Source: an optimization exercise on an open RTL-to-GDS flow (aim: small area, a short achievable clock period and few clock cycles per item). Production flows keep margins and buffers that such runs may drop.
The RTL was checked by simulation tests, not by an equivalence proof against the original design.
Power and IR drop assume default switching activity.

==> design.v <==
package sqb_pkg;
  localparam int TEXTURE_SLOTS    = 32;
  localparam int VERTEX_CAPACITY  = 262144;
  localparam int INDICES_PER_QUAD = 6;
  localparam int SLOT_W           = 6;
  localparam int IDX_W            = $clog2(TEXTURE_SLOTS);
  localparam int ICOUNT_W         = 19;
  localparam int CUT_INDEX        = (VERTEX_CAPACITY / 4) * INDICES_PER_QUAD;
  localparam logic MODE_END = 1'b1;
  typedef enum logic [1:0] {
    ST_IDLE,
    ST_LOOK,
    ST_EMIT
  } state_t;
  typedef struct packed {
    logic        look;
    logic        clear;
    logic        pre_clear;
    logic [31:0] id;
  } tab_req_t;
  typedef struct packed {
    logic [SLOT_W-1:0] slot;
    logic              cut;
  } tab_rsp_t;
endpackage
import sqb_pkg::*;
module sqb_cell
(
  input  logic        clk,
  input  logic        shift,
  input  logic [31:0] d_in,
  input  logic [31:0] query,
  input  logic        en,
  output logic [31:0] entry,
  output logic        match
);
  always_ff @(posedge clk) begin
    if (shift) begin
      entry <= d_in;
    end
  end
  assign match = en && (entry == query);
endmodule
import sqb_pkg::*;
module sqb_tex_table
(
  input  logic     clk,
  input  logic     rst,
  input  sqb_pkg::tab_req_t req,
  output sqb_pkg::tab_rsp_t rsp
);
  logic [SLOT_W-1:0]        count;
  logic [SLOT_W-1:0]        count_next;
  logic [SLOT_W-1:0]        eff_count;
  logic [TEXTURE_SLOTS-1:0] match;
  logic [31:0]              entry [TEXTURE_SLOTS];
  logic [IDX_W-1:0]         hit_idx;
  logic                     hit;
  logic                     id_zero;
  logic                     shift;
  logic                     full;
  assign eff_count = req.pre_clear ? '0 : count;
  assign id_zero   = (req.id == 32'd0);
  assign full      = (eff_count == SLOT_W'(TEXTURE_SLOTS));
  for (genvar j = 0; j < TEXTURE_SLOTS; j++) begin : g_cell
    sqb_cell u_cell (
      .clk   (clk),
      .shift (shift),
      .d_in  ((j == 0) ? req.id : entry[(j == 0) ? 0 : j - 1]),
      .query (req.id),
      .en    (SLOT_W'(j) < eff_count),
      .entry (entry[j]),
      .match (match[j])
    );
  end
  always_comb begin
    hit_idx = '0;
    for (int j = 0; j < TEXTURE_SLOTS; j++) begin
      if (match[j]) begin
        hit_idx = hit_idx | IDX_W'(j);
      end
    end
  end
  assign hit   = |match;
  assign shift = req.look && !id_zero && !hit;
  always_comb begin
    rsp.cut    = 1'b0;
    rsp.slot   = '0;
    count_next = eff_count;
    if (!id_zero) begin
      if (hit) begin
        rsp.slot = eff_count - {1'b0, hit_idx};
      end else if (full) begin
        rsp.cut    = 1'b1;
        count_next = SLOT_W'(1);
        rsp.slot   = SLOT_W'(1);
      end else begin
        count_next = eff_count + SLOT_W'(1);
        rsp.slot   = count_next;
      end
    end
  end
  always_ff @(posedge clk) begin
    if (rst) begin
      count <= '0;
    end else if (req.clear) begin
      count <= '0;
    end else if (req.look) begin
      count <= count_next;
    end
  end
endmodule
import sqb_pkg::*;
module sprite_quad_batcher
(
  input  logic                clk,
  input  logic                rst,
  input  logic                in_valid,
  output logic                in_stall,
  input  logic                mode,
  input  logic signed [31:0]  pos_x,
  input  logic signed [31:0]  pos_y,
  input  logic signed [31:0]  pos_z,
  input  logic signed [31:0]  quad_width,
  input  logic signed [31:0]  quad_height,
  input  logic [31:0]         rgba_color,
  input  logic [31:0]         uv_corner0,
  input  logic [31:0]         uv_corner1,
  input  logic [31:0]         uv_corner2,
  input  logic [31:0]         uv_corner3,
  input  logic [31:0]         texture_name,
  output logic                out_valid,
  input  logic                out_stall,
  output logic signed [31:0]  vert_x,
  output logic signed [31:0]  vert_y,
  output logic signed [31:0]  vert_z,
  output logic [31:0]         vert_color,
  output logic [15:0]         vert_u,
  output logic [15:0]         vert_v,
  output logic [sqb_pkg::SLOT_W-1:0]   tex_slot,
  output logic                batch_cut,
  output logic [sqb_pkg::ICOUNT_W-1:0] batch_index_count,
  output logic                end_marker,
  output logic                last_of_item
);
  sqb_pkg::state_t state;
  sqb_pkg::state_t state_next;
  logic [ICOUNT_W-1:0] index_count;
  logic [1:0]          vtx;
  logic                is_end;
  logic signed [31:0]  px;
  logic signed [31:0]  py;
  logic signed [31:0]  pz;
  logic signed [31:0]  qw;
  logic signed [31:0]  qh;
  logic [31:0]         color;
  logic [31:0]         uv0;
  logic [31:0]         uv1;
  logic [31:0]         uv2;
  logic [31:0]         uv3;
  logic [31:0]         tex_id;
  logic signed [31:0]  x1s;
  logic signed [31:0]  y1s;
  logic [SLOT_W-1:0]   slot;
  logic                cut;
  logic [ICOUNT_W-1:0] cut_cnt;
  logic     cap_cut;
  logic     cut_any;
  sqb_pkg::tab_req_t tab_req;
  sqb_pkg::tab_rsp_t tab_rsp;
  logic     accept;
  logic     out_take;
  logic [31:0] uv_sel;
  function automatic logic signed [31:0] sat_add(input logic signed [31:0] a,
                                                 input logic signed [31:0] b);
    logic signed [32:0] s;
    s = {a[31], a} + {b[31], b};
    if (s[32] != s[31]) begin
      sat_add = s[32] ? 32'sh8000_0000 : 32'sh7FFF_FFFF;
    end else begin
      sat_add = s[31:0];
    end
  endfunction
  assign accept   = in_valid && !in_stall;
  assign out_take = out_valid && !out_stall;
  assign cap_cut  = !is_end && (index_count >= ICOUNT_W'(CUT_INDEX));
  assign cut_any  = cap_cut || tab_rsp.cut;
  always_comb begin
    tab_req.look      = (state == ST_LOOK) && !is_end;
    tab_req.clear     = (state == ST_LOOK) && is_end;
    tab_req.pre_clear = cap_cut;
    tab_req.id        = tex_id;
  end
  sqb_tex_table u_table (
    .clk (clk),
    .rst (rst),
    .req (tab_req),
    .rsp (tab_rsp)
  );
  always_comb begin
    state_next = state;
    case (state)
      ST_IDLE: begin
        if (accept) begin
          state_next = ST_LOOK;
        end
      end
      ST_LOOK: state_next = ST_EMIT;
      ST_EMIT: begin
        if (!out_stall && (is_end || vtx == 2'd3)) begin
          state_next = ST_IDLE;
        end
      end
      default: state_next = ST_IDLE;
    endcase
  end
  always_comb begin
    in_stall  = 1'b1;
    out_valid = 1'b0;
    case (state)
      ST_IDLE: in_stall = 1'b0;
      ST_LOOK: in_stall = 1'b1;
      ST_EMIT: out_valid = 1'b1;
      default: in_stall = 1'b1;
    endcase
  end
  always_ff @(posedge clk) begin
    if (rst) begin
      state       <= ST_IDLE;
      index_count <= '0;
      vtx         <= '0;
    end else begin
      state <= state_next;
      if (state == ST_LOOK) begin
        if (is_end) begin
          index_count <= '0;
        end else begin
          index_count <= (cut_any ? '0 : index_count) + ICOUNT_W'(INDICES_PER_QUAD);
        end
      end
      if (state == ST_IDLE) begin
        vtx <= '0;
      end else if (out_take) begin
        vtx <= vtx + 2'd1;
      end
    end
  end
  always_ff @(posedge clk) begin
    if (accept) begin
      is_end <= (mode == MODE_END);
      px     <= pos_x;
      py     <= pos_y;
      pz     <= pos_z;
      qw     <= quad_width;
      qh     <= quad_height;
      color  <= rgba_color;
      uv0    <= uv_corner0;
      uv1    <= uv_corner1;
      uv2    <= uv_corner2;
      uv3    <= uv_corner3;
      tex_id <= texture_name;
    end
    if (state == ST_LOOK) begin
      x1s     <= sat_add(px, qw);
      y1s     <= sat_add(py, qh);
      slot    <= tab_rsp.slot;
      cut     <= cut_any;
      cut_cnt <= index_count;
    end
  end
  always_comb begin
    vert_x = px;
    vert_y = py;
    uv_sel = uv0;
    case (vtx)
      2'd0: begin
        vert_x = px;
        vert_y = py;
        uv_sel = uv0;
      end
      2'd1: begin
        vert_x = px;
        vert_y = y1s;
        uv_sel = uv1;
      end
      2'd2: begin
        vert_x = x1s;
        vert_y = y1s;
        uv_sel = uv2;
      end
      2'd3: begin
        vert_x = x1s;
        vert_y = py;
        uv_sel = uv3;
      end
      default: begin
        vert_x = px;
        vert_y = py;
        uv_sel = uv0;
      end
    endcase
    vert_z            = pz;
    vert_color        = color;
    vert_u            = uv_sel[31:16];
    vert_v            = uv_sel[15:0];
    tex_slot          = slot;
    batch_cut         = cut && (vtx == 2'd0);
    batch_index_count = (cut && (vtx == 2'd0)) ? cut_cnt : '0;
    end_marker        = 1'b0;
    last_of_item      = (vtx == 2'd3);
    if (is_end) begin
      vert_x            = '0;
      vert_y            = '0;
      vert_z            = '0;
      vert_color        = '0;
      vert_u            = '0;
      vert_v            = '0;
      tex_slot          = '0;
      batch_cut         = 1'b0;
      batch_index_count = cut_cnt;
      end_marker        = 1'b1;
      last_of_item      = 1'b1;
    end
  end
endmodule
==> run.sh <==
#!/bin/bash
# synth_recipe.tcl (not shown) runs the flow's synth.tcl, then flattens the netlist and writes it again
# the make line also repeats each setting of config.mk as NAME=value (left out here)
make -C /OpenROAD-flow-scripts/flow DESIGN_CONFIG=/design/flow/config.mk WORK_HOME=/design/flow/orfs CLKGATE_MAP_FILE= SYNTH_SCRIPT=/design/flow/synth_recipe.tcl finish
==> config.mk <==
export PLATFORM = sky130hd
export DESIGN_NAME = sprite_quad_batcher
export DESIGN_NICKNAME = sprite_quad_batcher
export VERILOG_FILES = /design/flow/design.v
export SDC_FILE = /design/flow/constraint.sdc
export NUM_CORES = 4
export LEC_CHECK = 0
export CAP_MARGIN = 20
export CORE_MARGIN = 2
export CORE_UTILIZATION = 40
export SLEW_MARGIN = 20
==> constraint.sdc <==
create_clock -name core_clock -period 6.0 [get_ports {clk}]
set_input_delay 1.2000 -clock core_clock [delete_from_list [all_inputs] [get_ports {clk}]]
set_output_delay 1.2000 -clock core_clock [all_outputs]
set_load 0.01 [all_outputs]
==> impl_metrics.py <==
metrics = {
    "run_status": {
        "run_status": "no timing/DRC/antenna violations",
    },
    "clock_network": {
        "clock_path_buffers": 3,
        "cts_hold_buffers": 0,
        "cts-buffers-inserted": 162,
        "cts.sink_count": 1494,
        "number_of_buffers_added_for_setup_after_cts": 0,
        "htree_num_levels": 4,
        "worst_skew_pair.late_latency_ns": 0.79,
        "postCtsResizedCells": 0,
        "cts_root_buf": "sky130_fd_sc_hd__clkbuf_16",
        "tritoncts": "yes",
        "worst_setup_hold_path_clk_slew_ns": 0.06,
    },
    "setup_path": {
        "timing.critical_path.arrival_ns": 5.65,
        "timing.setup.critical_path_class": "register to register",
        "setup.worst_path.end_class": "register",
        "critical_path_fanout_max": 94,
        "reg2regPathDepth": 11,
        "timing.critical_path.required_ns": 6.41,
        "worstSetupStartpointType": "register",
    },
    "die": {
        "core_um2": 161000,
        "die_height_um": 407,
        "boundaryPins": 547,
        "floorplan.die_area_um2": 165000,
        "dieWidth_um": 407,
        "effective_utilization_at_floorplan": 0.403,
        "floorplan.rows": 147,
    },
    "cells_and_area": {
        "post-route-cell-area_um2": 78600,
        "area_growth_syn_to_layout_pct": 21.3,
        "drive_gt1_frac": 0.0785,
        "fillCellCount": 13900,
        "multi_input_area_um2": 19000,
        "fin_cells": 7265,
        "final_core_util": 0.489,
        "final_nets": 5401,
        "sequential_cell_area_um2": 44600,
    },
    "synthesis": {
        "synth.top_cells.by_count": "1,466 x sky130_fd_sc_hd__edfxtp_1, 590 x sky130_fd_sc_hd__xnor2_1, 486 x sky130_fd_sc_hd__xor2_1, 177 x sky130_fd_sc_hd__nand4_1, 168 x sky130_fd_sc_hd__nor2_1",
        "synth-compound-area-share": 0.0419,
        "yosys.area_share.adder": 0.0180,
        "yosys.cell_types.count": 91,
        "synth_async_sr_flop_share": 0,
        "synth_seq_area_share": 0.688,
        "net_count_after_synthesis": 4764,
        "edff_count_synth": 1466,
        "yosys.area_share.simple": 0.0803,
        "muxShareOfSynthArea": 0.00560,
        "synth_ff_type": "sky130_fd_sc_hd__edfxtp_1",
        "synth_cells": 4327,
        "dominant_cell_by_count_in_the_synthesized_netlist": "sky130_fd_sc_hd__edfxtp_1",
        "largest_family_of_logic_cells_by_synthesized_area": "XOR/XNOR gates",
        "post_synth_instance_area_um2": 64800,
        "synth_area_leader_cell": "sky130_fd_sc_hd__edfxtp_1",
        "synth_area_leaders": "sky130_fd_sc_hd__edfxtp_1 68%, sky130_fd_sc_hd__xnor2_1 8.0%, sky130_fd_sc_hd__xor2_1 6.6%",
        "syn-mean-instance-area_um2": 15.0,
        "synthDominantCellAreaShare": 0.679,
        "synth_seq_cells": 1494,
        "synth-xor-area-share": 0.146,
        "yosys_warnings": 4,
    },
    "routing": {
        "drc_errors": 0,
        "drt-pass1-iter-count": 6,
        "drt-vias-per-instance": 5.44,
        "num_vias": 39500,
        "wire_per_inst_um": 28.7,
        "ant_nets": 0,
        "drt_wl_total_mm": 209,
        "detailedRoute.firstIterationViolations": 3871,
    },
    "grt": {
        "global_route.usage.total": 0.249,
        "grt_pass1_vias": 39800,
        "grt_max_degree": 99,
        "antenna_violations_before_repair": 21,
        "grt_remaining_overflow": 0,
        "first_pass_grt_wire_length_mm": 293,
    },
    "sta": {
        "timing_max_transition_violations_final": 0,
        "finalSetupTns_ns": 0,
        "fmax_ghz": 0.191,
        "timing.final.hold_violations": 0,
        "final.period_utilization": 0.873,
        "max-slew-margin-rel": 0.199,
        "final.min_clock_period_ns": 5.24,
        "finClkSkew_ns": 0.0459,
        "setup_viol": 0,
        "rsz0062_at_grt": "false",
        "worstMarginPinSlew_ns": 1.20,
    },
    "placed_design": {
        "dpl-instance-area_um2": 73600,
        "port_buffers": 545,
        "post-place-cells": 6960,
        "dp.final_hpwl_mm": 148,
        "placer_congestion_estimate": 0.923,
    },
    "pwr": {
        "ir_worst_vdd_uv": 287,
        "power.leakage_uw": 0.0256,
        "power_density_nw_per_um2": 311,
        "power.total_uw": 24500,
    },
    "flow_run": {
        "max_cap_viol_count": 0,
    },
    "worst_hold_path": {
        "holdCritPathClass": "register to register",
        "holdPathStages": 0,
    },
}
[worst paths after layout]
kind,start,slack (ns),endpoint
min,u_table.g_cell[26].u_cell.entry[28]$_DFFE_PP_,0.45,u_table.g_cell[27].u_cell.entry[28]$_DFFE_PP_
max reg2reg,is_end$_DFFE_PP_,0.76,u_table.g_cell[5].u_cell.entry[18]$_DFFE_PP_
max,is_end$_DFFE_PP_,0.76,u_table.g_cell[5].u_cell.entry[18]$_DFFE_PP_
min reg2reg,u_table.g_cell[26].u_cell.entry[28]$_DFFE_PP_,0.45,u_table.g_cell[27].u_cell.entry[28]$_DFFE_PP_
[stage by stage]
step / worst slack (ns) / hold WS [ns]
CTS: 0.721 / 0.456
detailed placement: 0.837 / 0.455
floorplan: -30.36 / 0.421
global route: 0.485 / 0.471
global placement: 0.914 / 0.450
finish: 0.760 / 0.453
[state kept, by name, indices dropped and copies added, names as in the netlist, 18 cells and up]
| signal | flops |
|---|---|
| color | 32 |
| cut_cnt | 18 |
| index_count | 18 |
| px | 32 |
| py | 32 |
| pz | 32 |
| qh | 32 |
| qw | 32 |
| tex_id | 32 |
| u_table.g_cell.u_cell.entry | 1024 |
| uv0 | 32 |
| uv1 | 32 |
| uv2 | 32 |
| uv3 | 32 |
| x1s | 32 |
| y1s | 32 |
[cell families after synthesis]
logic type,count (synthesis)
AO/OA/AOI/OAI,415
XOR/XNOR,1077
multiplexers,36
other,1
AND/OR/NAND/NOR,946
adder cells (fa/ha/maj),94
buffers and inverters,264
flip-flops,1494
[layer usage]
layer | share of wire | track usage | wire [µm]
met1 | 0.40 | 0.322 | 84100
met2 | 0.48 | 0.411 | 101000
met3 | 0.075 | 0.0540 | 15700
met4 | 0.040 | 0.0929 | 8430
met5 | 0.000062 | 0 | 13
[cell type report]
| type | count | area share |
|---|---|---|
| clock buffers | 215 | 0.0551 |
| flip-flops and latches | 1494 | 0.567 |
| multi-input cells | 2569 | 0.241 |
| inverters | 47 | 0.00247 |
| well taps | 2160 | 0.0344 |
| diodes | 12 | 0.000382 |
| clock inverters | 78 | 0.00896 |
| repair buffers | 690 | 0.0907 |
[report_power, final]
group          internal, µW  switching, µW  leakage, µW
clock                  5410           4190      0.00243
combinational          1110           1530      0.00943
sequential            12000            276       0.0138
[critical path, cell delays in order, from the launching register on]
cell and delay, ns:
sky130_fd_sc_hd__edfxtp_1 0.42, sky130_fd_sc_hd__and3b_1 1.04, sky130_fd_sc_hd__buf_4 0.27, sky130_fd_sc_hd__nor4_1 0.07
sky130_fd_sc_hd__nand4_1 0.12, sky130_fd_sc_hd__nor4bb_1 0.09, sky130_fd_sc_hd__nor4_2 0.73, sky130_fd_sc_hd__nand4_4 0.30
sky130_fd_sc_hd__or2_4 0.42, sky130_fd_sc_hd__nor4_4 0.43, sky130_fd_sc_hd__buf_12 0.35, sky130_fd_sc_hd__buf_12 0.45
[cell usage in the layout, fill, tap and decap left out, types with 36 or more instances in the layout]
| cell | n |
|---|---|
| sky130_fd_sc_hd__a21oi_1 | 152 |
| sky130_fd_sc_hd__buf_12 | 47 |
| sky130_fd_sc_hd__buf_4 | 98 |
| sky130_fd_sc_hd__clkbuf_1 | 47 |
| sky130_fd_sc_hd__clkbuf_16 | 164 |
| sky130_fd_sc_hd__clkdlybuf4s50_1 | 545 |
| sky130_fd_sc_hd__clkinv_1 | 38 |
| sky130_fd_sc_hd__edfxtp_1 | 1466 |
| sky130_fd_sc_hd__ha_1 | 70 |
| sky130_fd_sc_hd__inv_1 | 41 |
| sky130_fd_sc_hd__nand2_1 | 129 |
| sky130_fd_sc_hd__nand3_1 | 48 |
| sky130_fd_sc_hd__nand4_1 | 177 |
| sky130_fd_sc_hd__nor2_1 | 166 |
| sky130_fd_sc_hd__nor2b_1 | 98 |
| sky130_fd_sc_hd__nor3_1 | 70 |
| sky130_fd_sc_hd__nor4_1 | 145 |
| sky130_fd_sc_hd__o21ai_0 | 36 |
| sky130_fd_sc_hd__o21ai_1 | 43 |
| sky130_fd_sc_hd__xnor2_1 | 590 |
| sky130_fd_sc_hd__xor2_1 | 486 |
Testbench counts, summed over its fixed seeds: cycles 71,504, items 12,000.

re-timing with driven ports:
How much do the figures lean on ideal ports? The routed layout below was timed once more, with nothing changed but the port constraints. Step 1 sets driving cells, clkbuf_16 on the clock port and buf_2 on the other inputs (assumed; they add their load-dependent delay and slew). Step 2, shift: input delay + t, output delay - t, t = (earliest + latest rising clock arrival at the registers) / 2. This alone moves slack from input paths to output paths. a / b / c = ideal / step 1 / step 2; a / b = the first two.
t, ns: 0.865
setup WS [ns]: 0.760 / 0.722 / 0.760
latest minus earliest clock arrival (ns): 0.053 / 0.053
After both steps this run still meets setup and hold. The setup slack of this run moves by -0.038 ns with the drivers and by 0.000 ns with both steps.
